Source: an optimization exercise on an open RTL-to-GDS flow (aim: small area and a short achievable clock period). Production flows keep margins and buffers that such runs may drop.
RTL that was checked went through simulation tests only; none was proved equivalent to the original.
The RTL of runs 5 and 6 was laid out without a check of its function.
Power and IR drop assume default switching activity.

**flow/flow/run.sh**
```bash
#!/bin/bash
# Layout flow: the standard flow (standard synthesis unchanged), with two
# layout choices changed through ORFS's own variables:
#  - clock tree synthesis without dummy loads (the tree is not padded with
#    extra load cells for balancing);
#  - ports buffered with sky130_fd_sc_hd__buf_2 (every port still gets a buffer).
# The make output goes to standard.log here; ORFS keeps each step's log under
# orfs/logs/.
set -euo pipefail
export CTS_ARGS="-sink_clustering_enable -repair_clock_nets -dont_use_dummy_load -sink_clustering_size 24 -sink_clustering_max_diameter 60"
export BUFFER_PORTS_ARGS="-buffer_cell sky130_fd_sc_hd__buf_2"
bash standard.sh finish > standard.log 2>&1
```
**flow/standard.sh**
```bash
#!/bin/bash
# synth_recipe.tcl (not shown) runs the flow's synth.tcl, then flattens the netlist and writes it again
# the make line also repeats each setting of config.mk as NAME=value (left out here)
make -C /OpenROAD-flow-scripts/flow DESIGN_CONFIG=/design/flow/config.mk WORK_HOME=/design/flow/orfs CLKGATE_MAP_FILE= SYNTH_SCRIPT=/design/flow/synth_recipe.tcl "${@:-finish}"
```
**flow/config.mk**
```make
export PLATFORM = sky130hd
export DESIGN_NAME = reg_trace_buffer
export DESIGN_NICKNAME = reg_trace_buffer
export VERILOG_FILES = /design/flow/design.v
export SDC_FILE = /design/flow/constraint.sdc
export NUM_CORES = 4
export LEC_CHECK = 0
export CAP_MARGIN = 20
export CORE_MARGIN = 2
export CORE_UTILIZATION = 45
export SETUP_SLACK_MARGIN = 2.35
export SLEW_MARGIN = 20
```
**flow/constraint.sdc**
```tcl
create_clock -name core_clock -period 4.3 [get_ports {clk}]
set_input_delay 0.8600 -clock core_clock [delete_from_list [all_inputs] [get_ports {clk}]]
set_output_delay 0.8600 -clock core_clock [all_outputs]
set_load 0.01 [all_outputs]
```
**flow/design.v**
```verilog
package trace_pkg;
    localparam logic SRC_RF = 1'b0;
    localparam logic SRC_DM = 1'b1;
    localparam int TRACE_XLEN   = 32;
    localparam int TRACE_ADDR_W = 8;
    localparam int TRACE_CYC_W  = 16;
    typedef struct packed {
        logic                    src;
        logic [TRACE_CYC_W-1:0]  cycle;
        logic [TRACE_ADDR_W-1:0] addr;
        logic [TRACE_XLEN-1:0]   data;
    } trace_entry_t;
    function automatic int entry_width(input int xlen, input int addr_w, input int cyc_w);
        entry_width = 1 + cyc_w + addr_w + xlen;
    endfunction
endpackage
module trace_fifo
#(
    parameter int WIDTH = trace_pkg::entry_width(trace_pkg::TRACE_XLEN, trace_pkg::TRACE_ADDR_W, trace_pkg::TRACE_CYC_W),
    parameter int SLOTS = 15
) (
    input  logic             clk,
    input  logic [SLOTS-1:0] wr_en,
    input  logic [WIDTH-1:0] wr_zero,
    input  logic [WIDTH-1:0] wr_even,
    input  logic [WIDTH-1:0] wr_odd,
    input  logic [SLOTS-1:0] rd_sel,
    output logic [WIDTH-1:0] rd_data
);
    logic [WIDTH-1:0] mem_q [SLOTS];
    always_ff @(posedge clk) begin
        for (int i = 0; i < SLOTS; i++)
            if (wr_en[i]) mem_q[i] <= (i == 0) ? wr_zero : (i % 2 == 0) ? wr_even : wr_odd;
    end
    always_comb begin
        rd_data = '0;
        for (int i = 0; i < SLOTS; i++)
            rd_data = rd_data | (mem_q[i] & {WIDTH{rd_sel[i]}});
    end
endmodule
module reg_trace_buffer
#(
    parameter int XLEN       = 32,
    parameter int ADDR_W     = 8,
    parameter int DEPTH      = 16,
    parameter int CYC_W      = 16,
    parameter int MAX_CYCLES = 40000,
    parameter int OVF_W      = 8,
    localparam int ENTRY_W   = trace_pkg::entry_width(XLEN, ADDR_W, CYC_W),
    localparam int CNT_W     = $clog2(DEPTH) + 1
) (
    input  logic               clk,
    input  logic               rst,
    input  logic               rf_we,
    input  logic [4:0]         rf_waddr,
    input  logic [XLEN-1:0]    rf_wdata,
    input  logic               dm_we,
    input  logic [XLEN-1:0]    dm_addr,
    input  logic [XLEN-1:0]    dm_wdata,
    output logic               rd_valid,
    input  logic               rd_ready,
    output logic [ENTRY_W-1:0] rd_data,
    output logic [CNT_W-1:0]   count,
    output logic               full,
    output logic               halted,
    output logic [CYC_W-1:0]   cycle,
    output logic [OVF_W-1:0]   ovf_cnt
);
    logic [CYC_W-1:0]   cycle_q;
    logic               halted_q;
    logic [OVF_W-1:0]   ovf_q;
    logic [CNT_W-1:0]   count_q;
    logic               valid_q;
    logic               full_q;
    logic [ENTRY_W-1:0] head_q;
    logic [CYC_W-1:0]   cyc_n_q;   
    logic               run_q;     
    logic [CNT_W-1:0]   cnt_n_q;   
    logic               lv0_q, lv1_q, lv2_q, lvf1_q, lvf_q;
    localparam int SLOTS = DEPTH - 1;
    logic [SLOTS-1:0]   wp_q;      
    logic               wp_odd_q;  
    logic [SLOTS-1:0]   rn_q;      
    logic               hs_s0_q;
    logic [SLOTS-1:0]   rd_sel_q;  
    logic               hs_inrun_q;  
    logic               acc1_q;     
    logic               acc2_q;     
    logic               acc2p_q;    
    logic               fullrun_q;  
    logic [CYC_W-1:0]   s_cyc_q;
    logic [4:0]         s_rf_addr_q;
    logic [XLEN-1:0]    s_rf_data_q;
    logic [ADDR_W-1:0]  s_dm_addr_q;
    logic [XLEN-1:0]    s_dm_data_q;
    logic               s_rf_first_q;  
    logic               s_pa_q;        
    logic               s_pb_q;        
    logic [SLOTS-1:0]   wr_en_q;       
    logic [CYC_W-1:0]   cyc;
    logic               empty, pop;
    logic               pa, pb, drop1, drop2;
    logic               d_m1, d_p1, d_p2, d_0;
    logic [ENTRY_W-1:0] entry_rf, entry_dm, s_entry_rf, s_entry_dm, s_entry_0;
    logic [ENTRY_W-1:0] wr_zero, wr_even, wr_odd, mread, head_src;
    logic [SLOTS-1:0]   wr_en, rd_sel, rn_d;
    logic               hd_direct;
    logic               s_pa_d, s_pb_d;
    logic [SLOTS-1:0]   wp_d, wr_en_d;
    logic               unused_dm_addr;
    logic [CYC_W-1:0]   cycle_d;
    logic               halt_now;
    assign unused_dm_addr = ^dm_addr[XLEN-1:ADDR_W];
    assign cyc = ~cyc_n_q;
    assign entry_rf = {trace_pkg::SRC_RF, cyc, ADDR_W'(rf_waddr), rf_wdata};
    assign entry_dm = {trace_pkg::SRC_DM, cyc, dm_addr[ADDR_W-1:0], dm_wdata};
    assign empty = lv0_q;
    assign pop   = !empty && rd_ready;
    assign pa    = (rf_we || dm_we) && (acc1_q || (run_q && rd_ready));
    assign pb    = rf_we && dm_we && (acc2_q || (acc2p_q && rd_ready));
    assign drop2 = rf_we && dm_we && fullrun_q && !rd_ready;
    assign drop1 = (fullrun_q && !rd_ready && (rf_we != dm_we))
                || (rf_we && dm_we && ((fullrun_q && rd_ready) || (acc2p_q && !rd_ready)));
    assign d_m1 = !empty && rd_ready && !(run_q && (rf_we || dm_we));
    assign d_p2 = rf_we && dm_we && acc2_q && (!rd_ready || empty);
    assign d_p1 = (!rd_ready && (rf_we || dm_we) && acc1_q && !(rf_we && dm_we && acc2_q))
               || (rd_ready && empty && run_q && (rf_we != dm_we))
               || (rd_ready && !empty && rf_we && dm_we && acc1_q);
    assign d_0  = !(d_m1 || d_p1 || d_p2);
    assign s_pa_d = hd_direct ? pb : pa;
    assign s_pb_d = !hd_direct && pb;
    always_comb begin
        wp_d = wp_q;
        if (s_pb_q)      wp_d = {wp_q[SLOTS-3:0], wp_q[SLOTS-1:SLOTS-2]};
        else if (s_pa_q) wp_d = {wp_q[SLOTS-2:0], wp_q[SLOTS-1]};
        for (int i = 0; i < SLOTS; i++)
            wr_en_d[i] = (s_pa_d && wp_d[i]) || (s_pb_d && wp_d[(i + SLOTS - 1) % SLOTS]);
    end
    always_ff @(posedge clk) begin
        s_cyc_q      <= cyc;
        s_rf_addr_q  <= rf_waddr;
        s_rf_data_q  <= rf_wdata;
        s_dm_addr_q  <= dm_addr[ADDR_W-1:0];
        s_dm_data_q  <= dm_wdata;
        s_rf_first_q <= rf_we && !hd_direct;
    end
    always_ff @(posedge clk) begin
        if (rst) begin
            s_pa_q  <= 1'b0;
            s_pb_q  <= 1'b0;
            wr_en_q <= '0;
        end else begin
            s_pa_q  <= s_pa_d;
            s_pb_q  <= s_pb_d;
            wr_en_q <= wr_en_d;
        end
    end
    assign s_entry_rf = {trace_pkg::SRC_RF, s_cyc_q, ADDR_W'(s_rf_addr_q), s_rf_data_q};
    assign s_entry_dm = {trace_pkg::SRC_DM, s_cyc_q, s_dm_addr_q, s_dm_data_q};
    assign s_entry_0  = s_rf_first_q ? s_entry_rf : s_entry_dm;
    assign wr_en   = wr_en_q;
    assign wr_zero = (wp_q[SLOTS-1] || !s_rf_first_q) ? s_entry_dm : s_entry_rf;
    assign wr_even = (wp_odd_q || !s_rf_first_q) ? s_entry_dm : s_entry_rf;
    assign wr_odd  = (!wp_odd_q || !s_rf_first_q) ? s_entry_dm : s_entry_rf;
    assign rd_sel  = rd_sel_q;
    trace_fifo #(
        .WIDTH (ENTRY_W),
        .SLOTS (SLOTS)
    ) u_fifo (
        .clk     (clk),
        .wr_en   (wr_en),
        .wr_zero (wr_zero),
        .wr_even (wr_even),
        .wr_odd  (wr_odd),
        .rd_sel  (rd_sel),
        .rd_data (mread)
    );
    assign hd_direct = empty || (lv1_q && rd_ready);
    assign head_src = mread
                    | (s_entry_0  & {ENTRY_W{hs_s0_q}})
                    | (entry_rf   & {ENTRY_W{hs_inrun_q && rf_we}})
                    | (entry_dm   & {ENTRY_W{hs_inrun_q && !rf_we && dm_we}});
    always_ff @(posedge clk) begin
        if (rst)                  head_q <= '0;
        else if (empty || rd_ready) head_q <= head_src;
    end
    logic [CNT_W-1:0] cnt;
    logic             lv3, lvf2, lvf3;
    logic             lv0_d, lv1_d, lv2_d, lvf1_d, lvf_d;
    logic             byp0_d, ge2_d;
    assign cnt  = ~cnt_n_q;
    assign lv3  = (cnt == CNT_W'(3));
    assign lvf2 = (cnt == CNT_W'(DEPTH - 2));
    assign lvf3 = (cnt == CNT_W'(DEPTH - 3));
    assign lv0_d  = (d_0 && lv0_q) || (d_m1 && lv1_q);
    assign lv1_d  = (d_0 && lv1_q) || (d_m1 && lv2_q) || (d_p1 && lv0_q);
    assign lv2_d  = (d_0 && lv2_q) || (d_m1 && lv3) || (d_p1 && lv1_q) || (d_p2 && lv0_q);
    assign lvf1_d = (d_0 && lvf1_q) || (d_m1 && lvf_q) || (d_p1 && lvf2) || (d_p2 && lvf3);
    assign lvf_d  = (d_0 && lvf_q) || (d_p1 && lvf1_q) || (d_p2 && lvf2);
    assign byp0_d = (pa && ((lv1_q && !rd_ready) || (lv2_q && rd_ready)))
                 || (pb && hd_direct);
    assign ge2_d  = !(lv0_d || lv1_d);
    assign rn_d   = (pop && !lv1_q) ? {rn_q[SLOTS-2:0], rn_q[SLOTS-1]} : rn_q;
    always_ff @(posedge clk) begin
        if (rst) begin
            wp_q     <= SLOTS'(1);
            wp_odd_q <= 1'b0;
            rn_q     <= SLOTS'(1);
            lv0_q    <= 1'b1;
            lv1_q    <= 1'b0;
            lv2_q    <= 1'b0;
            lvf1_q   <= 1'b0;
            lvf_q    <= 1'b0;
            rd_sel_q <= '0;
            hs_s0_q  <= 1'b0;
            hs_inrun_q <= 1'b1;
            acc1_q    <= 1'b1;
            acc2_q    <= 1'b1;
            acc2p_q   <= 1'b0;
            fullrun_q <= 1'b0;
        end else begin
            wp_q <= wp_d;
            wp_odd_q <= 1'b0;
            for (int i = 1; i < SLOTS; i += 2) if (wp_d[i]) wp_odd_q <= 1'b1;
            rn_q <= rn_d;
            lv0_q   <= lv0_d;
            lv1_q   <= lv1_d;
            lv2_q   <= lv2_d;
            lvf1_q  <= lvf1_d;
            lvf_q   <= lvf_d;
            rd_sel_q <= rn_d & {SLOTS{ge2_d && !byp0_d}};
            hs_s0_q <= ge2_d && byp0_d;
            hs_inrun_q <= !ge2_d && run_q && !halt_now;
            acc1_q    <= !lvf_d && run_q && !halt_now;
            acc2_q    <= !lvf_d && !lvf1_d && run_q && !halt_now;
            acc2p_q   <= lvf1_d && run_q && !halt_now;
            fullrun_q <= lvf_d && run_q && !halt_now;
        end
    end
    logic [CNT_W-1:0] count_d;
    logic [CNT_W-1:0] cnt_m1, cnt_p1, cnt_p2;
    assign cnt_m1  = cnt - CNT_W'(1);
    assign cnt_p1  = cnt + CNT_W'(1);
    assign cnt_p2  = cnt + CNT_W'(2);
    assign count_d = (cnt_m1  & {CNT_W{d_m1}})
                   | (cnt     & {CNT_W{d_0}})
                   | (cnt_p1  & {CNT_W{d_p1}})
                   | (cnt_p2  & {CNT_W{d_p2}});
    always_ff @(posedge clk) begin
        if (rst) begin
            count_q <= '0;
            cnt_n_q <= '1;
            valid_q <= 1'b0;
            full_q  <= 1'b0;
        end else begin
            count_q <= count_d;
            cnt_n_q <= ~count_d;
            valid_q <= !lv0_d;
            full_q  <= lvf_d;
        end
    end
    logic [OVF_W:0]   ovf_p1, ovf_p2;
    logic [OVF_W-1:0] ovf_s1, ovf_s2;
    assign cycle_d  = cyc + CYC_W'(1);
    assign halt_now = (MAX_CYCLES != 0 && cyc == CYC_W'(MAX_CYCLES - 1));
    assign ovf_p1 = {1'b0, ovf_q} + (OVF_W + 1)'(1);
    assign ovf_p2 = {1'b0, ovf_q} + (OVF_W + 1)'(2);
    assign ovf_s1 = ovf_p1[OVF_W] ? '1 : ovf_p1[OVF_W-1:0];
    assign ovf_s2 = ovf_p2[OVF_W] ? '1 : ovf_p2[OVF_W-1:0];
    always_ff @(posedge clk) begin
        if (rst) begin
            cycle_q  <= '0;
            cyc_n_q  <= '1;
            halted_q <= 1'b0;
            run_q    <= 1'b1;
            ovf_q    <= '0;
        end else begin
            if (cyc != CYC_W'(MAX_CYCLES)) begin
                cycle_q <= cycle_d;
                cyc_n_q <= ~cycle_d;
            end
            if (run_q && halt_now) begin
                halted_q <= 1'b1;
                run_q    <= 1'b0;
            end
            if (drop2)      ovf_q <= ovf_s2;
            else if (drop1) ovf_q <= ovf_s1;
        end
    end
    assign rd_valid = valid_q;
    assign rd_data  = head_q;
    assign count    = count_q;
    assign full     = full_q;
    assign halted   = halted_q;
    assign cycle    = cycle_q;
    assign ovf_cnt  = ovf_q;
endmodule
```
==> results of run 1 <==
cell families (layout without fill, tap and decap cells):
| logic type | count (synthesis) | count (layout) | share of synthesized area [%] |
|---|---|---|---|
| flip-flops | 1133 | 1133 | 74.5 |
| AO/OA/AOI/OAI | 702 | 702 | 12.6 |
| AND/OR/NAND/NOR | 442 | 443 | 5.34 |
| buffers and inverters | 212 | 415 | 2.06 |
| multiplexers | 185 | 185 | 4.86 |
| XOR/XNOR | 15 | 15 | 0.313 |
| adder cells (fa/ha/maj) | 13 | 13 | 0.388 |
| other | 0 | 2 | 0 |
flip-flops by register name, indices dropped and copies added (netlist names), 5 cells and up:
name,cells
rn_q,15
s_rf_addr_q,5
s_cyc_q,16
cnt_n_q,5
wp_q,15
s_dm_data_q,32
rd_sel_q,15
count_q,5
s_dm_addr_q,8
u_fifo.mem_q,855
wr_en_q,15
ovf_q,8
head_q,57
cycle_q,16
s_rf_data_q,32
cyc_n_q,16
metal layers:
| metal | wire (um) | vias up | track usage, % |
|---|---|---|---|
| li1 | - | 11200 | - |
| met4 | 3740 | 2 | 7.78 |
| met3 | 12800 | 239 | 5.02 |
| met1 | 51100 | 13300 | 36.1 |
| met5 | 11 | - | 0 |
| met2 | 59800 | 1438 | 42.3 |
worst max-delay path by stage:
| stage | startpoint | endpoint | slack, ns | cells after the start |
|---|---|---|---|---|
| after floorplan | rf_we | rd_sel_q[10] | 1.99 | 9 |
| after global placement | rd_ready | hs_inrun_q | 1.34 | 6 |
| after detailed placement | rd_ready | hs_inrun_q | 1.27 | 6 |
| after CTS | head_q[56] | rd_data[56] | 2.21 | 1 |
| after global routing | head_q[56] | rd_data[56] | 2.20 | 1 |
| final | head_q[56] | rd_data[56] | 2.22 | 1 |
cell type report:
cell class	count	area, sq um	share of cell area [%]
multi-input combinational	1358	10200	21.2
antenna	2	5.00	0.0104
tap	1243	1560	3.22
timing repair buffer	292	2680	5.55
clock buffer	86	2150	4.46
sequential	1133	31500	65.3
inverter	37	139	0.288
what timing repair did:
item / 4_1_cts / 5_1_grt
buffers inserted: 34 / 24
setup endpoints to repair: 676 / 148
gates resized for setup: 219 / 61
hold endpoints to repair: 0 / 0
cloned: 1 / 2
pin swaps: 7 / 20
power by group through the flow:
stage                     combinational, mW  clock, mW  sequential [mW]
after floorplan                       0.718          0             12.4
after global placement                 1.16          0             12.4
after detailed placement               1.19          0             12.5
after CTS                              1.30       7.08             12.2
after global routing                   1.47       7.46             12.3
final                                  1.38       7.00             12.2
stage by stage:
| step | power [mW] | instances |
|---|---|---|
| 6_report | 20.6 | 4151 |
| 5_1_grt | 21.2 | 4151 |
| 4_1_cts | 20.6 | 4123 |
| 3_5_place_dp | 13.6 | 4002 |
| 3_3_place_gp | 13.6 | 4001 |
| 2_1_floorplan | 13.1 | 2702 |
cell usage in the layout (no fill, tap or decap), types with 6 or more instances in the layout:
master,n
mux2i_1,33
o221a_2,19
a311oi_1,6
nand4_1,65
xnor2_1,13
a31oi_1,8
buf_2,89
nor3_1,6
buf_12,23
inv_1,33
nor2b_1,9
mux2_2,149
a21oi_1,70
nand2_1,140
buf_6,97
buf_4,78
o22ai_1,16
and2_1,7
a22oi_1,330
dfxtp_2,80
a211oi_1,69
a222oi_1,17
o21ai_0,30
edfxtp_1,855
ha_1,11
a221oi_1,71
nand3_1,53
a22o_1,20
dfxtp_4,40
dfxtp_1,158
clkbuf_16,88
nor2_1,99
nor4_4,11
nor4_2,6
==> impl_metrics.json, run 1 <==
{
  "yosysTopAreaCellShare_pct": 61.2,
  "ctsHoldBuffers": 0,
  "fin_crit_sh_pct": 48.5,
  "finalHoldViolCount": 0,
  "cts_sinks": 1133,
  "seq_area_frac_synth_pct": 74.5,
  "setup_violations": 0,
  "crit_path_cell_trace": "buf_6",
  "final_util_pct": 52.4,
  "core_sq_um": 92100,
  "cp-start-kind": "register",
  "status": "timing/DRC/antenna clean",
  "seqPwrFrac_pct": 59.4,
  "max_stage_delay_ns": 0.43,
  "grt_pass1_wl_um": 180000,
  "syn_nets": 2821,
  "clk_path_buf_depth": 3,
  "synth_seq_cells": 1133,
  "worstMarginPinSlew_ns": 1.14,
  "die-area_sq_um": 95700,
  "htreeDepth": 3,
  "io_pins": 195,
  "portBuffers": 170,
  "die_w_um": 309,
  "finalMaxSlewViolations": 0,
  "rows": 111,
  "max_freq_mhz": 480,
  "gr-total-overflow": 0,
  "cts_tree": "done",
  "ant_nets": 0,
  "p_leak_nw": 16.2,
  "vias": 26100,
  "worst-path-buf-inv": 1,
  "synth_common_cells": "edfxtp_1 (855), a22oi_1 (331), dfxtp_1 (278)",
  "firstDrtPassIters": 6,
  "vias_per_cell": 6.30,
  "r2r-start": "s_rf_first_q",
  "final_nets": 3027,
  "path_clk_slew_ns": 0.07,
  "p_per_area_nw_per_um2": 428,
  "crit_fanout": 2,
  "die_height_um": 309,
  "fin_skew_ns": 0.0986,
  "synth_cell_type_count": 72,
  "fillers": 7443,
  "synth_edf_count": 855,
  "ir_drop_mv": 0.282,
  "numCtsBuffers": 86,
  "grt_max_degree": 61,
  "grt_use_total_pct": 26.2,
  "stdcell_area_sq_um": 48200,
  "hp-class": "in2reg",
  "mappedNetlistArea_sq_um": 41900,
  "reg2reg_to": "u_fifo.mem_q[4][31]",
  "post-route-min-period_ns": 2.08,
  "cp_top_family": "flip-flops",
  "r2r_slack_ns": 2.36,
  "drc": 0,
  "antenna_found_initial": 5,
  "dp_hpwl_um": 65600,
  "rsz0062_at_grt": "true",
  "synthArstFlopShare_pct": 0,
  "syn2layout_area_growth_pct": 15.0,
  "synthTopCellsByArea": "edfxtp_1 (61%), dfxtp_1 (13%), a22oi_1 (5.9%)",
  "placed_area_sq_um": 44500,
  "arrival_ns": 1.22,
  "worstHoldPathCells": 1,
  "slew_headroom_pct": 24.1,
  "ff2ff_path_depth": 3,
  "drt-initial-drc-count": 3672,
  "place_congestion": 0.811,
  "p_int_mw": 16.1,
  "drv_cap": 0,
  "p_sw_mw": 4.52,
  "avgRoutedWirePerCell_um": 30.7,
  "cp-end-kind": "primary output",
  "holdWs_ns": 0.314,
  "grt_pass1_vias": 26200,
  "cp_slowest_cell": "dfxtp_4",
  "synth_cells": 2702,
  "combPwrFrac_pct": 6.7,
  "syn_avg_cell_area_sq_um": 15.5,
  "wl_um": 127000,
  "timing.final.ws_setup_ns": 2.22,
  "fin_setup_tns_ns": 0,
  "worst_skew_pair.late_latency_ns": 0.69,
  "start_util_pct": 45.5,
  "cp_data_required_time_ns": 3.44,
  "place_worst_setup_slack_ns": 1.27,
  "postSynth.topFlopCell": "edfxtp_1",
  "ys_warn_count": 3,
  "synth_area_leader_cell": "edfxtp_1",
  "drive_above_1_share_pct": 25.3,
  "clkPwrFrac_pct": 33.9,
  "hold_path.startpoint": "rf_wdata[3]",
  "synth.most_common_cell": "edfxtp_1",
  "p_sw_share_pct": 21.9,
  "clock-root-buffer": "clkbuf_16",
  "criticalPathCategory": "reg2out",
  "hold_end": "s_rf_data_q[3]"
}
==> run 2: changes to the inputs <==
--- a/flow/config.mk
+++ b/flow/config.mk
@@ -8,5 +8,5 @@
 export CAP_MARGIN = 20
 export CORE_MARGIN = 2
-export CORE_UTILIZATION = 45
+export CORE_UTILIZATION = 65
 export SETUP_SLACK_MARGIN = 2.35
 export SLEW_MARGIN = 20
==> impl_metrics.json, run 2 <==
{
  "stdcell_count": 3739,
  "ir_drop_mv": 0.319,
  "cts_tree": "done",
  "max_freq_mhz": 491,
  "slew_headroom_pct": 21.7,
  "grt_use_total_pct": 36.2,
  "fin_crit_sh_pct": 47.3,
  "hold_end": "s_dm_data_q[12]",
  "p_leak_nw": 15.8,
  "gr-total-overflow": 0,
  "cts_sinks": 1133,
  "setup_violations": 0,
  "synth_cell_type_count": 72,
  "mappedNetlistArea_sq_um": 41900,
  "arrival_ns": 1.18,
  "avgRoutedWirePerCell_um": 33.1,
  "dp_hpwl_um": 65200,
  "p_per_area_nw_per_um2": 410,
  "status": "timing/DRC/antenna clean",
  "wl_um": 124000,
  "ys_warn_count": 3,
  "grtUsageMet2_pct": 58.0,
  "hold_path.startpoint": "dm_wdata[12]",
  "grt_pass1_wl_um": 174000,
  "synthTopCellsByArea": "edfxtp_1 (61%), dfxtp_1 (13%), a22oi_1 (5.9%)",
  "grt_pass1_vias": 26100,
  "cp-end-kind": "primary output",
  "synthArstFlopShare_pct": 0,
  "drive_above_1_share_pct": 25.1,
  "synth.most_common_cell": "edfxtp_1",
  "place_congestion": 0.840,
  "largest_register_ff_count": 855,
  "finalMaxSlewViolations": 0,
  "syn2layout_area_growth_pct": 12.1,
  "yosysTopAreaCellShare_pct": 61.2,
  "cp-start-kind": "register",
  "fin_setup_tns_ns": 0,
  "vias_per_cell": 7.15,
  "die_w_um": 258,
  "antenna_found_initial": 3,
  "fin_skew_ns": 0.0468,
  "holdWs_ns": 0.314,
  "clk_path_buf_depth": 3,
  "dpl.cell_count": 3614,
  "grtUsageMet1_pct": 51.3,
  "worst_skew_pair.late_latency_ns": 0.66,
  "core_sq_um": 64100,
  "timing.final.ws_setup_ns": 2.26,
  "vias": 26700,
  "r2r-start": "wr_en_q[14]",
  "ff2ff_path_depth": 1,
  "crit_path_cell_trace": "buf_6",
  "r2r_slack_ns": 2.33,
  "rsz0062_at_grt": "true",
  "crit_fanout": 2,
  "cp_slowest_cell": "dfxtp_4",
  "top_regs": "u_fifo.mem_q x855, head_q x57",
  "post-route-min-period_ns": 2.04,
  "max_stage_delay_ns": 0.40,
  "clock-root-buffer": "clkbuf_16",
  "start_util_pct": 65.4,
  "drt-initial-drc-count": 4150,
  "worst-path-buf-inv": 1,
  "numCtsBuffers": 59,
  "postSynth.topFlopCell": "edfxtp_1",
  "grt_max_degree": 66,
  "io_pins": 195,
  "syn_nets": 2821,
  "die_height_um": 258,
  "largest_register": "u_fifo.mem_q",
  "cp_data_required_time_ns": 3.44,
  "portBuffers": 170,
  "synth_cells": 2702,
  "synth_common_cells": "edfxtp_1 (855), a22oi_1 (331), dfxtp_1 (278)",
  "die-area_sq_um": 66600,
  "htreeDepth": 2,
  "reg2reg_to": "u_fifo.mem_q[14][26]",
  "grt-busiest-layer": "met2",
  "firstDrtPassIters": 10,
  "ant_nets": 0,
  "synth_area_leader_cell": "edfxtp_1",
  "seq_area_frac_synth_pct": 74.5,
  "cp_top_family": "flip-flops",
  "synth_seq_cells": 1133,
  "final_cell_mix": "edfxtp_1 (855), a22oi_1 (330), dfxtp_1 (153)",
  "drv_cap": 0,
  "path_clk_slew_ns": 0.09,
  "final_common_cell": "edfxtp_1",
  "hp-class": "in2reg",
  "drc": 0,
  "met3_usage_pct": 6.16,
  "syn_avg_cell_area_sq_um": 15.5,
  "worstMarginPinSlew_ns": 1.17,
  "finalHoldViolCount": 0,
  "synth_edf_count": 855,
  "rows": 93,
  "place_worst_setup_slack_ns": 1.30,
  "criticalPathCategory": "reg2out",
  "worstHoldPathCells": 1,
  "final_nets": 3003
}
run 2: cell counts after synthesis:
No cell type changed its count.
run 2: logic make-up after synthesis:
family / count (synthesis) / synth area share (%)
AO/OA/AOI/OAI: 702 / 12.6
XOR/XNOR: 15 / 0.313
buffers and inverters: 212 / 2.06
adder cells (fa/ha/maj): 13 / 0.388
AND/OR/NAND/NOR: 442 / 5.34
multiplexers: 185 / 4.86
flip-flops: 1133 / 74.5
run 2: what timing repair did:
item | 4_1_cts | 5_1_grt
resized for setup | 219 | 49
endpoints found under the setup margin | 792 | 152
hold buffers | 0 | 0
pin swaps | 5 | 10
gates cloned | 2 | 0
setup buffers | 32 | 30
run 2: area by class of cell:
cell class                      count  area (sq um)
Clock buffer                       59          1480
Multi-Input combinational cell   1358         10200
Tap cell                          855          1070
Sequential cell                  1133         31500
Timing Repair Buffer              295          2680
Antenna cell                        2          5.00
Fill cell                        4056         17100
Inverter                           37           139
run 2: report_power, final:
| part | internal, mW | switching (mW) | total [mW] |
|---|---|---|---|
| sequential | 12.0 | 0.242 | 12.2 |
| clock | 2.43 | 3.21 | 5.64 |
| combinational | 0.583 | 0.801 | 1.38 |
| total | 15.0 | 4.25 | 19.3 |
run 2: routing by layer:
metal | vias up | wire (um)
li1 | 11100 | -
met1 | 13600 | 46800
met2 | 1829 | 59100
met3 | 241 | 14300
met4 | 0 | 3430
met5 | - | 0
run 2: stage by stage:
step | cell area [sq um] | utilization (%) | power (mW)
floorplan | 42100 | - | 13.1
global placement | 44000 | 68.6 | 13.6
detailed placement | 44000 | 68.6 | 13.6
CTS | 46500 | 72.6 | 19.2
global route | 47000 | 73.4 | 19.7
finish | 47000 | 73.4 | 19.3
run 2: worst max-delay path by stage:
stage                           from      endpoint  slack (ns)  cells past startpoint
after floorplan                rf_we  rd_sel_q[10]        1.99                      9
after global placement      rd_ready    hs_inrun_q        1.38                      6
after detailed placement    rd_ready    hs_inrun_q        1.30                      6
after CTS                 head_q[49]   rd_data[49]        2.25                      1
after global routing      head_q[49]   rd_data[49]        2.24                      1
final                     head_q[49]   rd_data[49]        2.26                      1
==> run 3: changes to the inputs <==
--- a/flow/flow/run.sh
+++ b/flow/flow/run.sh
@@ -8,5 +8,5 @@
 # orfs/logs/.
 set -euo pipefail
-export CTS_ARGS="-sink_clustering_enable -repair_clock_nets -dont_use_dummy_load -sink_clustering_size 24 -sink_clustering_max_diameter 60"
+export CTS_ARGS="-sink_clustering_enable -repair_clock_nets -dont_use_dummy_load -sink_clustering_size 40 -sink_clustering_max_diameter 45"
 export BUFFER_PORTS_ARGS="-buffer_cell sky130_fd_sc_hd__buf_2"
 bash standard.sh finish > standard.log 2>&1
--- a/flow/config.mk
+++ b/flow/config.mk
@@ -8,5 +8,5 @@
 export CAP_MARGIN = 20
 export CORE_MARGIN = 2
-export CORE_UTILIZATION = 65
+export CORE_UTILIZATION = 55
 export SETUP_SLACK_MARGIN = 2.35
 export SLEW_MARGIN = 20
==> impl_metrics.json, run 3 <==
{
  "status": "timing/DRC/antenna clean",
  "slew_headroom_pct": 24.7,
  "multi_input_area_sq_um": 10100,
  "synth_area_leader_cell": "edfxtp_1",
  "synthMuxAreaShare_pct": 4.86,
  "synth_compound_gate_area_share_pct": 12.6,
  "timing.final.ws_setup_ns": 2.27,
  "cp_slowest_cell": "dfxtp_4",
  "vias_per_cell": 6.79,
  "vias": 26600,
  "largest_register": "u_fifo.mem_q",
  "grtUsageMet1_pct": 44.7,
  "grtUsageMet2_pct": 51.8,
  "reg2reg_to": "hs_inrun_q",
  "ir_drop_mv": 0.316,
  "cp-end-kind": "primary output",
  "final_nets": 3050,
  "die_w_um": 280,
  "hold_path.startpoint": "rf_wdata[11]",
  "top_regs": "u_fifo.mem_q x855, head_q x57",
  "postSynth.topFlopCell": "edfxtp_1",
  "finalHoldViolCount": 0,
  "drt-initial-drc-count": 3676,
  "drv_cap": 0,
  "clk_path_buf_depth": 3,
  "fillers": 5391,
  "ctsHoldBuffers": 0,
  "worst-path-buf-inv": 1,
  "crit_path_cell_trace": "buf_6",
  "synth_common_cells": "edfxtp_1 (855), a22oi_1 (331), dfxtp_1 (278)",
  "syn_avg_cell_area_sq_um": 15.5,
  "grt_pass1_vias": 26100,
  "mappedNetlistArea_sq_um": 41900,
  "worstHoldPathCells": 1,
  "synth_top_family_by_area": "compound AO/OA/AOI/OAI gates",
  "core_sq_um": 75700,
  "rows": 101,
  "numCtsBuffers": 121,
  "cp-start-kind": "register",
  "io_pins": 195,
  "cts_sinks": 1133,
  "criticalPathCategory": "reg2out",
  "synth_fa_ha_area_share_pct": 0.388,
  "syn_nets": 2821,
  "finalMaxSlewViolations": 0,
  "place_worst_setup_slack_ns": 1.26,
  "firstDrtPassIters": 6,
  "dp_hpwl_um": 63500,
  "cp_top_family": "flip-flops",
  "final_common_cell": "edfxtp_1",
  "hold_end": "s_rf_data_q[11]",
  "synth_edf_count": 855,
  "synthArstFlopShare_pct": 0,
  "synth_cells": 2702,
  "grt-busiest-layer": "met2",
  "synth-xor-area-share_pct": 0.313,
  "setup_violations": 0,
  "synth_seq_cells": 1133,
  "yosys.area_share.simple_pct": 5.34,
  "grt_use_total_pct": 31.9,
  "post-route-min-period_ns": 2.03,
  "p_leak_nw": 16.5,
  "grt_pass1_wl_um": 180000,
  "final_cell_mix": "edfxtp_1 (855), a22oi_1 (330), dfxtp_1 (154)",
  "arrival_ns": 1.17,
  "worst_skew_pair.late_latency_ns": 0.68,
  "crit_fanout": 2,
  "gr-total-overflow": 0,
  "syn2layout_area_growth_pct": 16.2,
  "synth_cell_type_count": 72,
  "drive_above_1_share_pct": 26.0,
  "wl_um": 129000,
  "max_stage_delay_ns": 0.40,
  "fin_setup_tns_ns": 0,
  "p_per_area_nw_per_um2": 457,
  "placed_area_sq_um": 44100,
  "grt_max_degree": 58,
  "max_freq_mhz": 493,
  "power_mw": 22.2,
  "ant_nets": 0,
  "portBuffers": 170,
  "largest_register_ff_count": 855,
  "antenna_found_initial": 5,
  "drc": 0,
  "yosysTopAreaCellShare_pct": 61.2,
  "fin_crit_sh_pct": 47.2,
  "stdcell_area_sq_um": 48700,
  "htreeDepth": 3,
  "ys_warn_count": 3,
  "clock-root-buffer": "clkbuf_16",
  "cp_data_required_time_ns": 3.44,
  "fin_skew_ns": 0.0610,
  "synth.most_common_cell": "edfxtp_1",
  "path_clk_slew_ns": 0.07,
  "cts_tree": "done",
  "seq_area_frac_synth_pct": 74.5,
  "r2r-start": "cyc_n_q[1]",
  "final-seq-area_sq_um": 31500,
  "start_util_pct": 55.4,
  "worstMarginPinSlew_ns": 1.13,
  "ff2ff_path_depth": 7,
  "r2r_slack_ns": 2.34,
  "synthTopCellsByArea": "edfxtp_1 (61%), dfxtp_1 (13%), a22oi_1 (5.9%)",
  "met3_usage_pct": 5.65,
  "rsz0062_at_grt": "true",
  "hp-class": "in2reg",
  "die-area_sq_um": 78500,
  "die_height_um": 280,
  "place_congestion": 0.824,
  "avgRoutedWirePerCell_um": 32.9
}
==> run 3: power breakdown <==
part           total [mW]  internal, mW  switching, mW
Clock                8.63          4.87           3.76
Combinational        1.34         0.570          0.767
Sequential           12.3          12.0          0.265
==> run 3: how the worst max path moves through the flow <==
stage | start | to | depth (start not counted)
finish | head_q[56] | rd_data[56] | 1
global route | head_q[42] | rd_data[42] | 1
CTS | head_q[41] | rd_data[41] | 1
detailed placement | rd_ready | rd_sel_q[0] | 6
global placement | rd_ready | hs_inrun_q | 6
floorplan | rf_we | rd_sel_q[10] | 9
==> run 3: logic make-up (layout without fill, tap and decap cells) <==
group	after synthesis	count (layout)
DFF	1133	1133
muxes	185	185
other	0	3
and+or+nand+nor	442	444
xor gates and xnor gates	15	15
AOI/OAI and AO/OA	702	702
adders and majority gates	13	13
buffers and inverters	212	437
==> run 3: final cells by class <==
cell class                 instances  area share (%)
clock buffer                     121            6.21
inverter                          37           0.285
multi-input combinational       1359            20.8
timing repair buffer             279            5.52
sequential                      1133            64.6
tap                              978            2.51
antenna                            3          0.0154
==> run 3: per-layer routing <==
layer	wire (um)	vias up
li1	-	11200
met1	52000	13700
met2	61800	1447
met3	11600	204
met4	3230	0
met5	0	-
==> run 3: per-stage QoR <==
step | instances | hold WS [ns] | util, %
2_1_floorplan | 2702 | 0.393 | -
4_1_cts | 3882 | 0.248 | 63.8
5_1_grt | 3908 | 0.255 | 64.4
6_report | 3910 | 0.287 | 64.4
3_3_place_gp | 3725 | 0.434 | 58.3
3_5_place_dp | 3725 | 0.443 | 58.3
==> run 3: timing repair <==
action	CTS	global route
resized for setup	215	37
endpoints found under the setup margin	658	305
gates cloned	3	2
buffers inserted	33	23
pin swaps	6	6
==> run 4: changes to the inputs <==
--- a/flow/flow/run.sh
+++ b/flow/flow/run.sh
@@ -8,5 +8,5 @@
 # orfs/logs/.
 set -euo pipefail
-export CTS_ARGS="-sink_clustering_enable -repair_clock_nets -dont_use_dummy_load -sink_clustering_size 40 -sink_clustering_max_diameter 45"
+export CTS_ARGS="-sink_clustering_enable -repair_clock_nets -dont_use_dummy_load -sink_clustering_size 60 -sink_clustering_max_diameter 50"
 export BUFFER_PORTS_ARGS="-buffer_cell sky130_fd_sc_hd__buf_2"
 bash standard.sh finish > standard.log 2>&1
==> impl_metrics.json, run 4 <==
{
  "path_clk_slew_ns": 0.09,
  "postSynth.topFlopCell": "edfxtp_1",
  "antenna_found_initial": 5,
  "combPwrFrac_pct": 6.3,
  "synthArstFlopShare_pct": 0,
  "die-area_sq_um": 78500,
  "yosysTopAreaCellShare_pct": 61.2,
  "ctsHoldBuffers": 0,
  "cts_sinks": 1133,
  "avgRoutedWirePerCell_um": 33.1,
  "final_common_cell": "edfxtp_1",
  "cp_top_family": "flip-flops",
  "rows": 101,
  "ys_warn_count": 3,
  "core_sq_um": 75700,
  "p_sw_share_pct": 21.7,
  "wl_um": 129000,
  "synthTopCellsByArea": "edfxtp_1 (61%), dfxtp_1 (13%), a22oi_1 (5.9%)",
  "final_cell_mix": "edfxtp_1 (855), a22oi_1 (330), dfxtp_1 (154)",
  "worst-path-stages": 1,
  "seqPwrFrac_pct": 57.2,
  "seq_area_frac_synth_pct": 74.5,
  "place_congestion": 0.824,
  "crit_fanout": 2,
  "drv_cap": 0,
  "cts_tree": "done",
  "max_stage_delay_ns": 0.37,
  "reg2reg_to": "u_fifo.mem_q[8][44]",
  "largest_register": "u_fifo.mem_q",
  "synth_area_leader_cell": "edfxtp_1",
  "final_util_pct": 63.8,
  "worst_skew_pair.late_latency_ns": 0.67,
  "ant_nets": 0,
  "die_height_um": 280,
  "fin_setup_tns_ns": 0,
  "synth.most_common_cell": "edfxtp_1",
  "syn_nets": 2821,
  "ff2ff_path_depth": 1,
  "clock-root-buffer": "clkbuf_16",
  "worstMarginPinSlew_ns": 1.11,
  "htreeDepth": 3,
  "p_int_mw": 16.8,
  "dp_hpwl_um": 63500,
  "io_pins": 195,
  "die_w_um": 280,
  "final_nets": 3034,
  "drt-initial-drc-count": 3638,
  "top_regs": "u_fifo.mem_q x855, head_q x57",
  "vias": 26400,
  "grt_max_degree": 58,
  "ir_drop_mv": 0.323,
  "synth_cells": 2702,
  "slew_headroom_pct": 26.1,
  "p_leak_nw": 16.3,
  "holdWs_ns": 0.316,
  "crit_path_cell_trace": "buf_6",
  "hp-class": "in2reg",
  "mappedNetlistArea_sq_um": 41900,
  "synth_seq_cells": 1133,
  "synth_edf_count": 855,
  "p_per_area_nw_per_um2": 444,
  "grt_pass1_wl_um": 179000,
  "start_util_pct": 55.4,
  "firstDrtPassIters": 9,
  "gr-total-overflow": 0,
  "fillers": 5421,
  "syn2layout_area_growth_pct": 15.1,
  "fin_crit_sh_pct": 47.0,
  "fin_skew_ns": 0.0671,
  "cp-end-kind": "primary output",
  "criticalPathCategory": "reg2out",
  "dpl.cell_count": 3725,
  "worstSetupStartpoint": "head_q[43]",
  "rsz0062_at_grt": "true",
  "vias_per_cell": 6.79,
  "syn_avg_cell_area_sq_um": 15.5,
  "grt_use_total_pct": 31.7,
  "cp_slowest_cell": "dfxtp_4",
  "worst-path-buf-inv": 1,
  "setup_violations": 0,
  "cp-start-kind": "register",
  "drive_above_1_share_pct": 25.8,
  "final-seq-area_sq_um": 31500,
  "stdcell_count": 3892,
  "largest_register_ff_count": 855,
  "p_sw_mw": 4.66,
  "numCtsBuffers": 104,
  "arrival_ns": 1.16,
  "finalHoldViolCount": 0,
  "r2r-start": "wr_en_q[8]",
  "grt_pass1_vias": 25900,
  "clk_path_buf_depth": 3,
  "drc": 0,
  "synth_cell_type_count": 72,
  "post-route-min-period_ns": 2.02,
  "r2r_slack_ns": 2.37,
  "multi_input_area_sq_um": 10200,
  "clkPwrFrac_pct": 36.5,
  "finalMaxSlewViolations": 0,
  "status": "timing/DRC/antenna clean",
  "max_freq_mhz": 495,
  "synth_common_cells": "edfxtp_1 (855), a22oi_1 (331), dfxtp_1 (278)",
  "crit_end": "rd_data[43]",
  "cp_data_required_time_ns": 3.44,
  "portBuffers": 170
}
==> run 4: cell types whose count changed in the layout (fill, tap and decap cells not counted), sizes merged <==
cell and delta:
o21ai +1, clkbuf -16, diode -2, bufbuf -1
==> run 4: cells by family (layout without fill, tap and decap cells) <==
logic type | count (synthesis) | in the layout | synth area share, %
AND/OR/NAND/NOR | 442 | 444 | 5.34
XOR/XNOR | 15 | 15 | 0.313
other | 0 | 1 | 0
flip-flops | 1133 | 1133 | 74.5
buffers and inverters | 212 | 420 | 2.06
adder cells (fa/ha/maj) | 13 | 13 | 0.388
multiplexers | 185 | 185 | 4.86
AO/OA/AOI/OAI | 702 | 703 | 12.6
==> run 4: power groups by stage <==
stage	combinational [mW]	clock, mW	sequential [mW]
after floorplan	0.718	0	12.4
after global placement	1.14	0	12.5
after detailed placement	1.16	0	12.5
after CTS	1.27	7.90	12.3
after global routing	1.43	8.30	12.3
final	1.35	7.84	12.3
==> run 4: worst min path at each step <==
stage                     slack [ns]  cells past startpoint         start         endpoint
after floorplan                 0.39                      1   cyc_n_q[15]      s_cyc_q[15]
after global placement          0.43                      2    cycle_q[6]       cycle_q[6]
after detailed placement        0.44                      2    cycle_q[6]       cycle_q[6]
after CTS                       0.29                      1  dm_wdata[11]  s_dm_data_q[11]
after global routing            0.29                      1  dm_wdata[11]  s_dm_data_q[11]
final                           0.32                      1  dm_wdata[11]  s_dm_data_q[11]
==> run 4: area by class of cell <==
type / count / area share (%)
flip-flops and latches: 1133 / 65.2
multi-input cells: 1360 / 21.0
repair buffers: 279 / 5.52
clock buffers: 104 / 5.39
well taps: 978 / 2.53
inverters: 37 / 0.288
diodes: 1 / 0.00518
==> run 4: stage by stage <==
stage | cell area, sq um | setup WS (ns) | power [mW]
3_3_place_gp | 44100 | 1.32 | 13.6
2_1_floorplan | 42100 | 1.99 | 13.1
4_1_cts | 47700 | 2.25 | 21.4
3_5_place_dp | 44100 | 1.26 | 13.6
5_1_grt | 48300 | 2.24 | 22.0
6_report | 48300 | 2.28 | 21.5
==> run 4: layer usage <==
metal / share of wire, % / vias to the layer above / track usage [%] / wire (um)
met2: 48 / 1570 / 51.9 / 62000
met1: 40 / 13500 / 44.5 / 51000
met4: 2.4 / 0 / 7.86 / 3070
li1: - / 11200 / - / -
met5: 0 / - / 0 / 0
met3: 9.9 / 203 / 5.62 / 12800
==> run 4: what timing repair did <==
item / 4_1_cts / 5_1_grt
setup buffers: 28 / 28
pin swaps: 6 / 11
hold endpoints to repair: 0 / 0
endpoints found under the setup margin: 656 / 166
gates resized for setup: 215 / 43
gates cloned: 2 / 4
==> run 5: changes to the inputs <==
--- a/flow/design.v
+++ b/flow/design.v
@@ -82,5 +82,4 @@
     logic               wp_odd_q;  
     logic [SLOTS-1:0]   rn_q;      
-    logic               hs_s0_q;
     logic [SLOTS-1:0]   rd_sel_q;  
     logic               hs_inrun_q;  
@@ -89,23 +88,14 @@
     logic               acc2p_q;    
     logic               fullrun_q;  
-    logic [CYC_W-1:0]   s_cyc_q;
-    logic [4:0]         s_rf_addr_q;
-    logic [XLEN-1:0]    s_rf_data_q;
-    logic [ADDR_W-1:0]  s_dm_addr_q;
-    logic [XLEN-1:0]    s_dm_data_q;
-    logic               s_rf_first_q;  
-    logic               s_pa_q;        
-    logic               s_pb_q;        
-    logic [SLOTS-1:0]   wr_en_q;       
     logic [CYC_W-1:0]   cyc;
     logic               empty, pop;
     logic               pa, pb, drop1, drop2;
     logic               d_m1, d_p1, d_p2, d_0;
-    logic [ENTRY_W-1:0] entry_rf, entry_dm, s_entry_rf, s_entry_dm, s_entry_0;
+    logic [ENTRY_W-1:0] entry_rf, entry_dm;
     logic [ENTRY_W-1:0] wr_zero, wr_even, wr_odd, mread, head_src;
     logic [SLOTS-1:0]   wr_en, rd_sel, rn_d;
     logic               hd_direct;
-    logic               s_pa_d, s_pb_d;
-    logic [SLOTS-1:0]   wp_d, wr_en_d;
+    logic               m_pa, m_pb, m_rf_first;
+    logic [SLOTS-1:0]   wp_d;
     logic               unused_dm_addr;
     logic [CYC_W-1:0]   cycle_d;
@@ -128,39 +118,17 @@
                || (rd_ready && !empty && rf_we && dm_we && acc1_q);
     assign d_0  = !(d_m1 || d_p1 || d_p2);
-    assign s_pa_d = hd_direct ? pb : pa;
-    assign s_pb_d = !hd_direct && pb;
+    assign m_pa       = hd_direct ? pb : pa;
+    assign m_pb       = !hd_direct && pb;
+    assign m_rf_first = rf_we && !hd_direct;
     always_comb begin
+        for (int i = 0; i < SLOTS; i++)
+            wr_en[i] = (m_pa && wp_q[i]) || (m_pb && wp_q[(i + SLOTS - 1) % SLOTS]);
         wp_d = wp_q;
-        if (s_pb_q)      wp_d = {wp_q[SLOTS-3:0], wp_q[SLOTS-1:SLOTS-2]};
-        else if (s_pa_q) wp_d = {wp_q[SLOTS-2:0], wp_q[SLOTS-1]};
-        for (int i = 0; i < SLOTS; i++)
-            wr_en_d[i] = (s_pa_d && wp_d[i]) || (s_pb_d && wp_d[(i + SLOTS - 1) % SLOTS]);
-    end
-    always_ff @(posedge clk) begin
-        s_cyc_q      <= cyc;
-        s_rf_addr_q  <= rf_waddr;
-        s_rf_data_q  <= rf_wdata;
-        s_dm_addr_q  <= dm_addr[ADDR_W-1:0];
-        s_dm_data_q  <= dm_wdata;
-        s_rf_first_q <= rf_we && !hd_direct;
-    end
-    always_ff @(posedge clk) begin
-        if (rst) begin
-            s_pa_q  <= 1'b0;
-            s_pb_q  <= 1'b0;
-            wr_en_q <= '0;
-        end else begin
-            s_pa_q  <= s_pa_d;
-            s_pb_q  <= s_pb_d;
-            wr_en_q <= wr_en_d;
-        end
-    end
-    assign s_entry_rf = {trace_pkg::SRC_RF, s_cyc_q, ADDR_W'(s_rf_addr_q), s_rf_data_q};
-    assign s_entry_dm = {trace_pkg::SRC_DM, s_cyc_q, s_dm_addr_q, s_dm_data_q};
-    assign s_entry_0  = s_rf_first_q ? s_entry_rf : s_entry_dm;
-    assign wr_en   = wr_en_q;
-    assign wr_zero = (wp_q[SLOTS-1] || !s_rf_first_q) ? s_entry_dm : s_entry_rf;
-    assign wr_even = (wp_odd_q || !s_rf_first_q) ? s_entry_dm : s_entry_rf;
-    assign wr_odd  = (!wp_odd_q || !s_rf_first_q) ? s_entry_dm : s_entry_rf;
+        if (m_pb)      wp_d = {wp_q[SLOTS-3:0], wp_q[SLOTS-1:SLOTS-2]};
+        else if (m_pa) wp_d = {wp_q[SLOTS-2:0], wp_q[SLOTS-1]};
+    end
+    assign wr_zero = (wp_q[SLOTS-1] || !m_rf_first) ? entry_dm : entry_rf;
+    assign wr_even = (wp_odd_q || !m_rf_first) ? entry_dm : entry_rf;
+    assign wr_odd  = (!wp_odd_q || !m_rf_first) ? entry_dm : entry_rf;
     assign rd_sel  = rd_sel_q;
     trace_fifo #(
@@ -178,5 +146,4 @@
     assign hd_direct = empty || (lv1_q && rd_ready);
     assign head_src = mread
-                    | (s_entry_0  & {ENTRY_W{hs_s0_q}})
                     | (entry_rf   & {ENTRY_W{hs_inrun_q && rf_we}})
                     | (entry_dm   & {ENTRY_W{hs_inrun_q && !rf_we && dm_we}});
@@ -188,5 +155,5 @@
     logic             lv3, lvf2, lvf3;
     logic             lv0_d, lv1_d, lv2_d, lvf1_d, lvf_d;
-    logic             byp0_d, ge2_d;
+    logic             ge2_d;
     assign cnt  = ~cnt_n_q;
     assign lv3  = (cnt == CNT_W'(3));
@@ -198,6 +165,4 @@
     assign lvf1_d = (d_0 && lvf1_q) || (d_m1 && lvf_q) || (d_p1 && lvf2) || (d_p2 && lvf3);
     assign lvf_d  = (d_0 && lvf_q) || (d_p1 && lvf1_q) || (d_p2 && lvf2);
-    assign byp0_d = (pa && ((lv1_q && !rd_ready) || (lv2_q && rd_ready)))
-                 || (pb && hd_direct);
     assign ge2_d  = !(lv0_d || lv1_d);
     assign rn_d   = (pop && !lv1_q) ? {rn_q[SLOTS-2:0], rn_q[SLOTS-1]} : rn_q;
@@ -213,5 +178,4 @@
             lvf_q    <= 1'b0;
             rd_sel_q <= '0;
-            hs_s0_q  <= 1'b0;
             hs_inrun_q <= 1'b1;
             acc1_q    <= 1'b1;
@@ -229,6 +193,5 @@
             lvf1_q  <= lvf1_d;
             lvf_q   <= lvf_d;
-            rd_sel_q <= rn_d & {SLOTS{ge2_d && !byp0_d}};
-            hs_s0_q <= ge2_d && byp0_d;
+            rd_sel_q <= rn_d & {SLOTS{ge2_d}};
             hs_inrun_q <= !ge2_d && run_q && !halt_now;
             acc1_q    <= !lvf_d && run_q && !halt_now;
--- a/flow/flow/run.sh
+++ b/flow/flow/run.sh
@@ -8,5 +8,5 @@
 # orfs/logs/.
 set -euo pipefail
-export CTS_ARGS="-sink_clustering_enable -repair_clock_nets -dont_use_dummy_load -sink_clustering_size 60 -sink_clustering_max_diameter 50"
+export CTS_ARGS="-sink_clustering_enable -repair_clock_nets -dont_use_dummy_load -sink_clustering_size 24 -sink_clustering_max_diameter 60"
 export BUFFER_PORTS_ARGS="-buffer_cell sky130_fd_sc_hd__buf_2"
 bash standard.sh finish > standard.log 2>&1
==> impl_metrics.json, run 5 <==
{
  "status": "timing/DRC/antenna clean",
  "drt-initial-drc-count": 4275,
  "htreeDepth": 3,
  "cp_data_required_time_ns": 4.62,
  "p_per_area_nw_per_um2": 409,
  "r2r-start": "lv1_q",
  "final_nets": 3128,
  "p_leak_nw": 18.0,
  "fin_setup_tns_ns": 0,
  "place_worst_setup_slack_ns": 0.799,
  "clk_path_buf_depth": 3,
  "die_height_um": 269,
  "postSynth.topFlopCell": "edfxtp_1",
  "synth_common_cells": "edfxtp_1 (855), a22oi_1 (250), dfxtp_1 (166)",
  "vias_per_cell": 6.94,
  "final_cell_mix": "edfxtp_1 (855), a22oi_1 (250), nand2_1 (140)",
  "core_sq_um": 69800,
  "synth_cell_type_count": 62,
  "synth_area_leader_cell": "edfxtp_1",
  "syn2layout_area_growth_pct": 30.3,
  "syn_nets": 2625,
  "synth.most_common_cell": "edfxtp_1",
  "ctsHoldBuffers": 0,
  "worstSetupStartpoint": "rf_we",
  "start_util_pct": 55.4,
  "fin_skew_ns": 0.0781,
  "drc": 0,
  "post-route-min-period_ns": 2.36,
  "setup_violations": 0,
  "cp-start-kind": "input pin",
  "largest_register": "u_fifo.mem_q",
  "gr-total-overflow": 0,
  "rows": 97,
  "place_congestion": 0.811,
  "grt_use_total_pct": 38.1,
  "power_mw": 20.6,
  "cts_tree": "done",
  "final_common_cell": "edfxtp_1",
  "placed_area_sq_um": 41200,
  "seq_area_frac_synth_pct": 75.0,
  "portBuffers": 170,
  "ys_warn_count": 3,
  "top_regs": "u_fifo.mem_q x855, head_q x57",
  "arrival_ns": 2.68,
  "finalHoldViolCount": 0,
  "worstMarginPinSlew_ns": 1.04,
  "drive_above_1_share_pct": 33.6,
  "rsz0062_at_grt": "true",
  "numCtsBuffers": 68,
  "dp_hpwl_um": 62700,
  "largest_register_ff_count": 855,
  "yosysTopAreaCellShare_pct": 66.4,
  "reg2reg_to": "u_fifo.mem_q[9][3]",
  "io_pins": 195,
  "clock-root-buffer": "clkbuf_16",
  "avgRoutedWirePerCell_um": 36.3,
  "ant_nets": 0,
  "hp-class": "reg2reg",
  "crit_fanout": 6,
  "antenna_found_initial": 9,
  "synthArstFlopShare_pct": 0,
  "wl_um": 143000,
  "timing.final.ws_setup_ns": 1.94,
  "finalMaxSlewViolations": 0,
  "stdcell_area_sq_um": 50300,
  "mappedNetlistArea_sq_um": 38600,
  "vias": 27400,
  "crit_end": "u_fifo.mem_q[9][3]",
  "synth_edf_count": 855,
  "max_freq_mhz": 423,
  "ff2ff_path_depth": 10,
  "ir_drop_mv": 0.345,
  "drv_cap": 0,
  "die-area_sq_um": 72400,
  "r2r_slack_ns": 1.97,
  "syn_avg_cell_area_sq_um": 15.4,
  "criticalPathCategory": "in2reg",
  "cts_sinks": 1021,
  "synthTopCellsByArea": "edfxtp_1 (66%), dfxtp_1 (8.6%), a22oi_1 (4.9%)",
  "cp-end-kind": "register",
  "firstDrtPassIters": 6,
  "grt_pass1_wl_um": 191000,
  "worst_skew_pair.late_latency_ns": 0.64,
  "fin_crit_sh_pct": 55.0,
  "synth_seq_cells": 1021,
  "die_w_um": 269,
  "synth_cells": 2506,
  "grt_pass1_vias": 25600,
  "path_clk_slew_ns": 0.07,
  "slew_headroom_pct": 30.1,
  "final_util_pct": 72.1,
  "grt_max_degree": 72
}
## run 5: changes by cell type in the layout (fill, tap and decap cells not counted), moves of 32 or more
cell,change
buf_16,+76
mux2_2,-71
a22oi_1,-80
nor3_1,+32
a22o_1,+53
dfxtp_1,-86
mux2_4,+34
buf_6,+39
buf_12,+93
## run 5: worst min path at each step
stage | from | end | cells past startpoint
final | cycle_q[2] | cycle_q[2] | 2
after floorplan | rn_q[0] | rn_q[1] | 2
after detailed placement | cycle_q[2] | cycle_q[2] | 2
after global routing | cycle_q[2] | cycle_q[2] | 2
after CTS | cycle_q[6] | cycle_q[6] | 2
after global placement | cycle_q[15] | cycle_q[15] | 2
## run 5: critical path, cell delays in order
cell,delay [ns]
buf_12,0.10
inv_8,0.05
ha_4,0.16
or3_4,0.39
o21ai_4,0.10
buf_6,0.14
buf_8,0.13
buf_12,0.12
a22o_4,0.21
buf_12,0.17
buf_6,0.12
buf_8,0.13
## run 5: repair_timing
action,in CTS,in global routing
gates cloned,81,19
setup buffers,191,51
setup endpoints to repair,1623,1316
resized for setup,453,219
pin swaps,41,54
## run 5: area by class of cell
class                           instances  area (sq um)
Fill cell                            4332         19400
Tap cell                              940          1180
Clock buffer                           68          1700
Multi-Input combinational cell       1312         10000
Sequential cell                      1021         29200
Antenna cell                            5          12.5
Inverter                               28           128
Timing Repair Buffer                  578          8120
## run 5: per-layer routing
metal	global-route usage [%]	vias to the layer above	share of wire [%]
li1	-	11100	-
met1	51.7	13900	36
met2	59.2	2029	46
met3	8.15	431	12
met4	18.1	4	5.9
met5	0	-	0.017
## run 5: metrics by stage
step,std cells,hold WS [ns]
after floorplan,2506,0.443
after global placement,3537,0.436
after detailed placement,3537,0.451
after CTS,3877,0.461
after global routing,3950,0.480
final,3952,0.461
## run 5: report_power, final
group	internal [mW]	switching [mW]
clock network	2.81	3.12
registers	11.3	0.273
logic	1.41	1.63
## run 5: kinds of logic after synthesis
family / count (synthesis) / share of synthesized area, %
AO/OA/AOI/OAI: 639 / 12.7
XOR/XNOR: 12 / 0.272
adder cells (fa/ha/maj): 13 / 0.421
buffers and inverters: 187 / 1.84
flip-flops: 1021 / 75.0
multiplexers: 119 / 3.45
AND/OR/NAND/NOR: 515 / 6.31
==> run 6: changes to the inputs <==
--- a/flow/config.mk
+++ b/flow/config.mk
@@ -9,4 +9,4 @@
 export CORE_MARGIN = 2
 export CORE_UTILIZATION = 55
-export SETUP_SLACK_MARGIN = 2.35
+export SETUP_SLACK_MARGIN = 2.3
 export SLEW_MARGIN = 20
==> impl_metrics.json, run 6 <==
{
  "status": "timing/DRC/antenna clean",
  "wl_met2_um": 64400,
  "grt_use_total_pct": 37.5,
  "drv_cap": 0,
  "top_regs": "u_fifo.mem_q x855, head_q x57",
  "worstHoldPathCells": 2,
  "antenna_found_initial": 10,
  "fin_setup_tns_ns": 0,
  "dp_hpwl_um": 62700,
  "clock-root-buffer": "clkbuf_16",
  "vias": 27200,
  "synth_common_cells": "edfxtp_1 (855), a22oi_1 (250), dfxtp_1 (166)",
  "yosysTopAreaCellShare_pct": 66.4,
  "largest_register": "u_fifo.mem_q",
  "vias_per_cell": 6.92,
  "max_stage_delay_ns": 0.39,
  "seq_area_frac_synth_pct": 75.0,
  "mappedNetlistArea_sq_um": 38600,
  "path_clk_slew_ns": 0.07,
  "synthArstFlopShare_pct": 0,
  "synth_cells": 2506,
  "final_cell_mix": "edfxtp_1 (855), a22oi_1 (250), buf_2 (157)",
  "p_per_area_nw_per_um2": 414,
  "final_nets": 3107,
  "grt_pass1_wl_um": 189000,
  "synth_area_leader_cell": "edfxtp_1",
  "worstMarginPinSlew_ns": 0.956,
  "stdcell_count": 3930,
  "fin_crit_sh_pct": 54.9,
  "final_common_cell": "edfxtp_1",
  "drive_above_1_share_pct": 31.1,
  "syn_nets": 2625,
  "place_congestion": 0.811,
  "wl_met1_um": 51600,
  "synth.most_common_cell": "edfxtp_1",
  "dpl.cell_count": 3537,
  "top_layer": "met5",
  "arrival_ns": 2.67,
  "fin_skew_ns": 0.0808,
  "synth_cell_type_count": 62,
  "hp-class": "reg2reg",
  "wl_um": 140000,
  "gr-total-overflow": 0,
  "synth_seq_cells": 1021,
  "p_leak_nw": 17.6,
  "r2r_slack_ns": 1.96,
  "crit_end": "u_fifo.mem_q[13][17]",
  "grt_max_degree": 72,
  "drt-initial-drc-count": 3995,
  "clk_path_buf_depth": 3,
  "ff2ff_path_depth": 9,
  "synthTopCellsByArea": "edfxtp_1 (66%), dfxtp_1 (8.6%), a22oi_1 (4.9%)",
  "core_sq_um": 69800,
  "cp-start-kind": "input pin",
  "cp-end-kind": "register",
  "max_freq_mhz": 424,
  "cp_slowest_cell": "or3_4",
  "cts_tree": "done",
  "ir_drop_mv": 0.345,
  "largest_register_ff_count": 855,
  "grt_pass1_vias": 25500,
  "rsz0062_at_grt": "true",
  "start_util_pct": 55.4,
  "routed-wl-met3_um": 16600,
  "rows": 97,
  "avgRoutedWirePerCell_um": 35.7,
  "slew_headroom_pct": 36.2,
  "htreeDepth": 3,
  "worstSetupStartpoint": "rf_we",
  "reg2reg_to": "u_fifo.mem_q[13][17]",
  "crit_fanout": 8,
  "r2r-start": "lv1_q",
  "numCtsBuffers": 68,
  "finalHoldViolCount": 0,
  "die_height_um": 269,
  "cp_data_required_time_ns": 4.61,
  "ctsHoldBuffers": 0,
  "crit_path_cell_trace": "buf_12 -> inv_8 -> ha_4 -> or3_4 -> o21ai_4 -> buf_6 -> buf_8 -> buf_4 -> a22o_4 -> buf_6 -> buf_12",
  "syn_avg_cell_area_sq_um": 15.4,
  "post-route-min-period_ns": 2.36,
  "io_pins": 195,
  "postSynth.topFlopCell": "edfxtp_1",
  "syn2layout_area_growth_pct": 27.9,
  "criticalPathCategory": "in2reg",
  "cts_sinks": 1021,
  "drc": 0,
  "die_w_um": 269,
  "finalMaxSlewViolations": 0,
  "worst_skew_pair.late_latency_ns": 0.65,
  "ant_nets": 0,
  "die-area_sq_um": 72400,
  "firstDrtPassIters": 8,
  "stdcell_area_sq_um": 49400,
  "placed_area_sq_um": 41200,
  "ys_warn_count": 3,
  "synth_edf_count": 855,
  "portBuffers": 170,
  "setup_violations": 0
}
==> run 6: worst min path at each step <==
stage	to	start	slack [ns]
detailed placement	cycle_q[2]	cycle_q[2]	0.45
global placement	cycle_q[15]	cycle_q[15]	0.44
CTS	cycle_q[2]	cycle_q[2]	0.46
finish	rn_q[13]	rn_q[12]	0.46
global route	rn_q[13]	rn_q[12]	0.49
floorplan	rn_q[1]	rn_q[0]	0.44
==> run 6: metal layers <==
| layer | track usage [%] | vias to the layer above |
|---|---|---|
| li1 | - | 11000 |
| met1 | 51.4 | 13800 |
| met2 | 58.5 | 2008 |
| met3 | 6.91 | 383 |
| met4 | 17.7 | 10 |
| met5 | 0 | - |
==> run 6: final cells by class <==
type,instances,area (sq um)
fill,4472,20400
antenna,4,10.0
multi-input combinational,1311,9830
clock buffer,68,1700
tap,940,1180
sequential,1021,29100
timing repair buffer,558,7440
inverter,28,128
==> run 6: metrics by stage <==
| stage | util (%) | setup slack, ns | hold slack, ns | power, mW |
|---|---|---|---|---|
| 2_1_floorplan | - | 1.34 | 0.443 | 12.5 |
| 3_3_place_gp | 59.1 | 0.836 | 0.436 | 13.3 |
| 3_5_place_dp | 59.1 | 0.799 | 0.451 | 13.4 |
| 4_1_cts | 68.7 | 1.99 | 0.461 | 20.1 |
| 5_1_grt | 70.8 | 1.94 | 0.486 | 20.9 |
| 6_report | 70.8 | 1.94 | 0.459 | 20.4 |
==> run 6: cell families (layout without fill, tap and decap cells) <==
family          Yosys count  after routing  synth area share (%)
mux                     119            119                  3.45
buf+inv                 187            654                  1.84
xor+xnor                 12             12                 0.272
compound gates          639            649                  12.7
simple gates            515            518                  6.31
fa+ha+maj                13             13                 0.421
flops                  1021           1021                  75.0
other cells               0              4                     0
==> run 6: power by group <==
| group | internal, mW | switching [mW] |
|---|---|---|
| logic | 1.32 | 1.59 |
| clock network | 2.81 | 3.12 |
| registers | 11.3 | 0.261 |
| total | 15.5 | 4.97 |
==> run 6: timing repair <==
action / CTS / global route
pin swaps: 40 / 41
endpoints found under the setup margin: 1571 / 1188
gates cloned: 75 / 20
resized for setup: 364 / 148
setup buffers: 176 / 50
==> run 6: worst max-delay path, delay by kind of cell <==
| family | cells | cell delay, ns |
|---|---|---|
| simple gates | 1 | 0.39 |
| compound gates | 2 | 0.39 |
| fa+ha+maj | 1 | 0.15 |
| buf+inv | 7 | 0.86 |

## separate check: timing with driven ports
Ports are ideal in the flow. The routed layouts listed here were re-timed in OpenROAD. Step 1, drivers: a clkbuf_16 drives clk and a buf_2 each remaining input, both assumed. Step 2 times the ports against the registers' clock, not the clock port: input delays grow and output delays shrink by t, the midpoint of the rising clock arrivals with the driver on. Three values: ideal, step 1, step 2; two values: the first two.
| run | t, ns | setup WS [ns] | worst register clock-pin slew, ns | worst data-port slew with drivers (ns) |
|---|---|---|---|---|
| run 1 | 0.700 | 2.216 / 2.151 / 1.647 | 0.09 / 0.09 | 0.11 |
| run 2 | 0.708 | 2.265 / 2.199 / 1.667 | 0.09 / 0.09 | 0.09 |
| run 3 | 0.726 | 2.271 / 2.201 / 1.654 | 0.07 / 0.07 | 0.11 |
| run 4 | 0.710 | 2.280 / 2.212 / 1.690 | 0.09 / 0.09 | 0.11 |
| run 5 | 0.666 | 1.936 / 1.918 / 1.252 | 0.09 / 0.09 | 0.11 |
| run 6 | 0.674 | 1.939 / 1.936 / 1.261 | 0.09 / 0.09 | 0.11 |
After both steps every run listed still meets setup and hold. For run 5, which loses most, drivers alone change the setup slack by -0.018 ns; drivers and shift together by -0.684 ns.
